This design comes from an exercise in tuning for small area, a short achievable clock period and few clock cycles per item on the open sky130 flow, not from production work.
Only simulation tests tie the RTL to the original design; equivalence was not proved.

==> flow/design.v (outline; a module is shown in full before it is edited, if it fits) <==
// module bfly_fa: 4 lines
// module bfly_benc: 6 lines
// module bfly_wrap: 3 lines
// module bfly_gp: 4 lines
// module bfly_ha: 4 lines
// module butterfly_top: 2170 lines
module butterfly_top (
    input  logic        clk,
    input  logic        rst_n,
    input  logic [96:0] in_i,
    input  logic        in_vld_i,
    output logic        in_rdy_o,
    input  logic        credit_i,
    output logic [31:0] ao_o,
    output logic [31:0] bo_o,
    output logic        out_vld_o
);
  // ...
==> flow/flow/run.sh <==
#!/bin/bash
# The standard layout (the standard.sh: ORFS synthesis to final layout), with one change:
# the port buffers that ORFS's buffer_ports inserts are buf_4 cells instead of its default
# choice (clkdlybuf4s50_1, a slow delay cell). Every input and output keeps its buffer.
set -euo pipefail
export BUFFER_PORTS_ARGS="-buffer_cell sky130_fd_sc_hd__buf_4"
bash standard.sh > standard.log 2>&1
==> flow/standard.sh <==
#!/bin/bash
# synth_recipe.tcl (not shown) runs the flow's synth.tcl, then flattens the netlist and writes it again
# the make line also repeats each setting of config.mk as NAME=value (left out here)
make -C /OpenROAD-flow-scripts/flow DESIGN_CONFIG=/design/flow/config.mk WORK_HOME=/design/flow/orfs CLKGATE_MAP_FILE= SYNTH_SCRIPT=/design/flow/synth_recipe.tcl "${@:-finish}"
==> flow/config.mk <==
export PLATFORM = sky130hd
export DESIGN_NAME = butterfly_top
export DESIGN_NICKNAME = butterfly_top
export VERILOG_FILES = /design/flow/design.v
export SDC_FILE = /design/flow/constraint.sdc
export NUM_CORES = 4
export LEC_CHECK = 0
export ABC_CLOCK_PERIOD_IN_PS = 5000
export CAP_MARGIN = 20
export CORE_MARGIN = 2
export CORE_UTILIZATION = 55
export SETUP_SLACK_MARGIN = 1.8
export SLEW_MARGIN = 20
export SYNTH_HIERARCHICAL = 1
export SYNTH_MINIMUM_KEEP_SIZE = 0
==> flow/constraint.sdc <==
create_clock -name core_clock -period 6.7 [get_ports {clk}]
set_input_delay 1.3400 -clock core_clock [delete_from_list [all_inputs] [get_ports {clk}]]
set_output_delay 1.3400 -clock core_clock [all_outputs]
set_load 0.01 [all_outputs]
==> impl_metrics.env, run 1 <==
export IMPL_status="complete, no violations"
export IMPL_cts_htree_levels=4
export IMPL_place_congestion=0.9188
export IMPL_layout_common_cells="xnor2_1, a22oi_1, fa_1"
export IMPL_cap_viol_max_count=0
export IMPL_dr_first_iter_drc_count=2978
export IMPL_non_clock_inverter_count=82
export IMPL_drt_wirelength_per_cell_um=28.39
export IMPL_busiest_layer="met2"
export IMPL_layout_commonest_cell="xnor2_1"
export IMPL_max_freq_ghz=0.2002
export IMPL_skew_ns=0.0002098
export IMPL_postSynthCellCount=3044
export IMPL_synth_area_per_cell_um2=9.920
export IMPL_clk_latency_ns=0.48
export IMPL_cts_root_buf="clkbuf_16"
export IMPL_grt_pass1_wl_mm=160.7
export IMPL_crit_arrival_ns=5.34
export IMPL_nNonClkBuffers=404
export IMPL_setup_ws_ns=1.706
export IMPL_die_y_um=238.3
export IMPL_cp_data_required_time_ns=7.04
export IMPL_crit_cells=12
export IMPL_r2r_end="credit_cnt[2]$_DFFE_PN1P_"
export IMPL_clk_share=0.01773
export IMPL_route_met3_wl_mm=12.88
export IMPL_layout_min_cycle_time_ns=4.994
Testbench counts, summed over its fixed seeds: cycles 5,472, items 4,800.
==> run 2: changes to the inputs <==
--- a/flow/config.mk
+++ b/flow/config.mk
@@ -8,7 +8,7 @@
 export ABC_CLOCK_PERIOD_IN_PS = 5000
 export CAP_MARGIN = 20
 export CORE_MARGIN = 2
-export CORE_UTILIZATION = 55
+export CORE_UTILIZATION = 40
 export SETUP_SLACK_MARGIN = 1.8
 export SLEW_MARGIN = 20
 export SYNTH_HIERARCHICAL = 1
==> run 2 against run 1 <==
Effect of this change:
- sequential share of layout area rose by 0.13 points
- maximum frequency rose by 1.1%
- register-to-register slack is essentially flat
- critical path depth is 3 lower
- clock skew hardly changed
- first-iteration DRC count fell by 9.0%
- critical endpoint is now s0_re[10]$_DFF_P_
- highest routed layer unchanged
==> impl_metrics.env, run 2 <==
export IMPL_hold_path_depth=1
export IMPL_drive_above_1_share=0.1872
export IMPL_crit_cells=9
export IMPL_numCtsBuffers=17
export IMPL_cts_root_buf="clkbuf_16"
export IMPL_grt_max_degree=60
export IMPL_path_max_fanout=14
export IMPL_skew_ns=0.0002925
export IMPL_hold_class="reg2reg"
export IMPL_yosys_warnings=7
export IMPL_postRouteAntennaNets=0
export IMPL_status="complete, no violations"
export IMPL_fin_setup_tns_ns=0
export IMPL_stdcell_count=4137
export IMPL_cpMostUsedCell="fa_2"
export IMPL_cp_slowest_cell="xor2_2"
export IMPL_cp_top_family="adder cells"
export IMPL_max_freq_ghz=0.2025
export IMPL_wl_mm=102.0
export IMPL_vias_per_cell=5.897
export IMPL_placed_cells=4017
export IMPL_drv_slew=0
export IMPL_drt_wirelength_per_cell_um=24.66
export IMPL_crit_type="in2reg"
export IMPL_dr_first_iter_drc_count=2710
export IMPL_die_y_um=278.8
export IMPL_design_core_area_mm2=0.07457
export IMPL_die_x_um=278.8
export IMPL_grt_pass1_wl_mm=154.2
export IMPL_fp_dieArea_mm2=0.07771
export IMPL_max_stage_delay_ns=0.77
export IMPL_crit_buf_inv=1
export IMPL_placed_area_mm2=0.03295
export IMPL_io_buffer_count=166
export IMPL_drt_first_pass_iters=6
export IMPL_fin_hold_ws_ns=0.4889
export IMPL_layout_min_cycle_time_ns=4.938
export IMPL_clk_latency_ns=0.47
export IMPL_clk_path_buf_depth=2
export IMPL_hold_viol=0
export IMPL_layout_commonest_cell="xnor2_1"
export IMPL_cap_viol_max_count=0
export IMPL_r2r_cells=8
export IMPL_grt_setup_unrepaired="true"
export IMPL_path_cells="buf_4 -> xor2_2 -> a22oi_1 -> xnor2_4 -> fa_2 -> fa_2 -> fa_1 -> fa_2 -> fa_2"
export IMPL_antenna_found_initial=2
export IMPL_end_kind="flip-flop"
export IMPL_min_period_over_period=0.7370
export IMPL_pin_count=167
export IMPL_area_growth_pct=18.06
export IMPL_postSynthCellCount=3044
export IMPL_start_kind="input port"
export IMPL_vias=24400
export IMPL_fin_util=0.4781
export IMPL_place_congestion=0.8925
export IMPL_fillers=6969
export IMPL_cts_tree="built"
export IMPL_grt_usage=0.2588
export IMPL_cts_htree_levels=4
export IMPL_post_dp_hpwl_mm=71.32
export IMPL_syn_area_mm2=0.03020
export IMPL_drc=0
export IMPL_layout_common_cells="xnor2_1, a22oi_1, fa_1"
export IMPL_crit_arrival_ns=5.28
export IMPL_antenna_cells=0
export IMPL_grt_overflow=0
export IMPL_setup_viol=0
export IMPL_fin_area_mm2=0.03565
export IMPL_cp_data_required_time_ns=7.05
export IMPL_cts_sinks=119
export IMPL_clkTransAtPathRegs_ns=0.06
export IMPL_grt_pass1_vias=25010
export IMPL_synth_area_per_cell_um2=9.920
export IMPL_nets=3952
export IMPL_tightest_slew_ns=0.9680
export IMPL_max_slew_margin_rel=0.3541
export IMPL_row_count=100
export IMPL_start_util=0.4049
[run 2: routing by layer]
| layer | global-route usage | part of all wire | vias to the layer above |
|---|---|---|---|
| met5 | 0 | 0.00022 | - |
| met4 | 0.09581 | 0.041 | 4 |
| met3 | 0.04862 | 0.089 | 246 |
| met2 | 0.4069 | 0.45 | 1321 |
| met1 | 0.3547 | 0.42 | 12260 |
| li1 | - | - | 10560 |
[run 2: cell type report]
type	count	area, µm²	share of cell area
Tap cell	969	1212	0.03401
Sequential cell	119	2429	0.06812
Timing Repair Buffer	343	3308	0.09279
Multi-Input combinational cell	2592	27690	0.7768
Inverter	82	352.8	0.009896
Clock inverter	11	196.4	0.005510
Clock buffer	21	460.4	0.01291
[run 2: worst register-to-register path: stages, from the launching register on]
cell,delay [ns]
dfstp_2,0.54
or3_1,0.11
and2_1,0.14
ha_1,0.19
inv_1,0.06
fa_1,0.37
xor2_1,0.15
nor2_1,0.11
xor2_1,0.15
[run 2: final timing paths]
kind | startpoint | to | slack, ns
setup / recovery | in_i[13] | s0_re[10]$_DFF_P_ | 1.76
hold / removal | credit_cnt[0]$_DFFE_PN0P_ | credit_cnt[0]$_DFFE_PN0P_ | 0.49
max in group asynchronous | rst_n | credit_cnt[2]$_DFFE_PN1P_ | 5.86
min in group asynchronous | rst_n | vld2$_DFF_PN0_ | 0.65
setup reg to reg | credit_cnt[2]$_DFFE_PN1P_ | credit_cnt[2]$_DFFE_PN1P_ | 4.81
hold reg to reg | credit_cnt[0]$_DFFE_PN0P_ | credit_cnt[0]$_DFFE_PN0P_ | 0.49
[run 2: timing repair]
action,CTS,global route
resized for setup,84,113
pin swaps,33,58
hold buffers,0,0
setup buffers,31,51
setup endpoints to repair,59,50
cloned,1,5
[run 2: metrics by stage]
step / setup WS (ns)
6_report: 1.762
5_1_grt: 1.732
4_1_cts: 1.751
3_5_place_dp: 0.8466
3_3_place_gp: 0.8855
2_1_floorplan: 1.581

## what the ideal ports hide
Ports are ideal in the flow. The routed layouts listed here were re-timed in OpenROAD.
Step 1: set_driving_cell puts a clkbuf_16 on clk and a buf_2 on each other input, an assumption about the parent block.
Step 2 moves the port delays by t, midway between the first and last clock arrival at a register: inputs arrive t later, outputs are due t later. That takes back most of the time a late clock gives input paths.
Three values: ideal, step 1, step 2; two values: the first two.
| run | shift t [ns] | slack for setup (ns) | hold slack, ns | worst setup path after step 2 |
|---|---|---|---|---|
| run 1 | 0.544 | 1.706 / 1.729 / 1.186 | 0.502 / 0.502 / 0.502 | input to register |
| run 2 | 0.541 | 1.762 / 1.803 / 1.262 | 0.489 / 0.489 / 0.489 | input to register |
After both steps setup and hold are still met in every run listed. The setup slack of run 1, which loses most, moves by +0.023 ns with the drivers and by -0.520 ns with both steps.
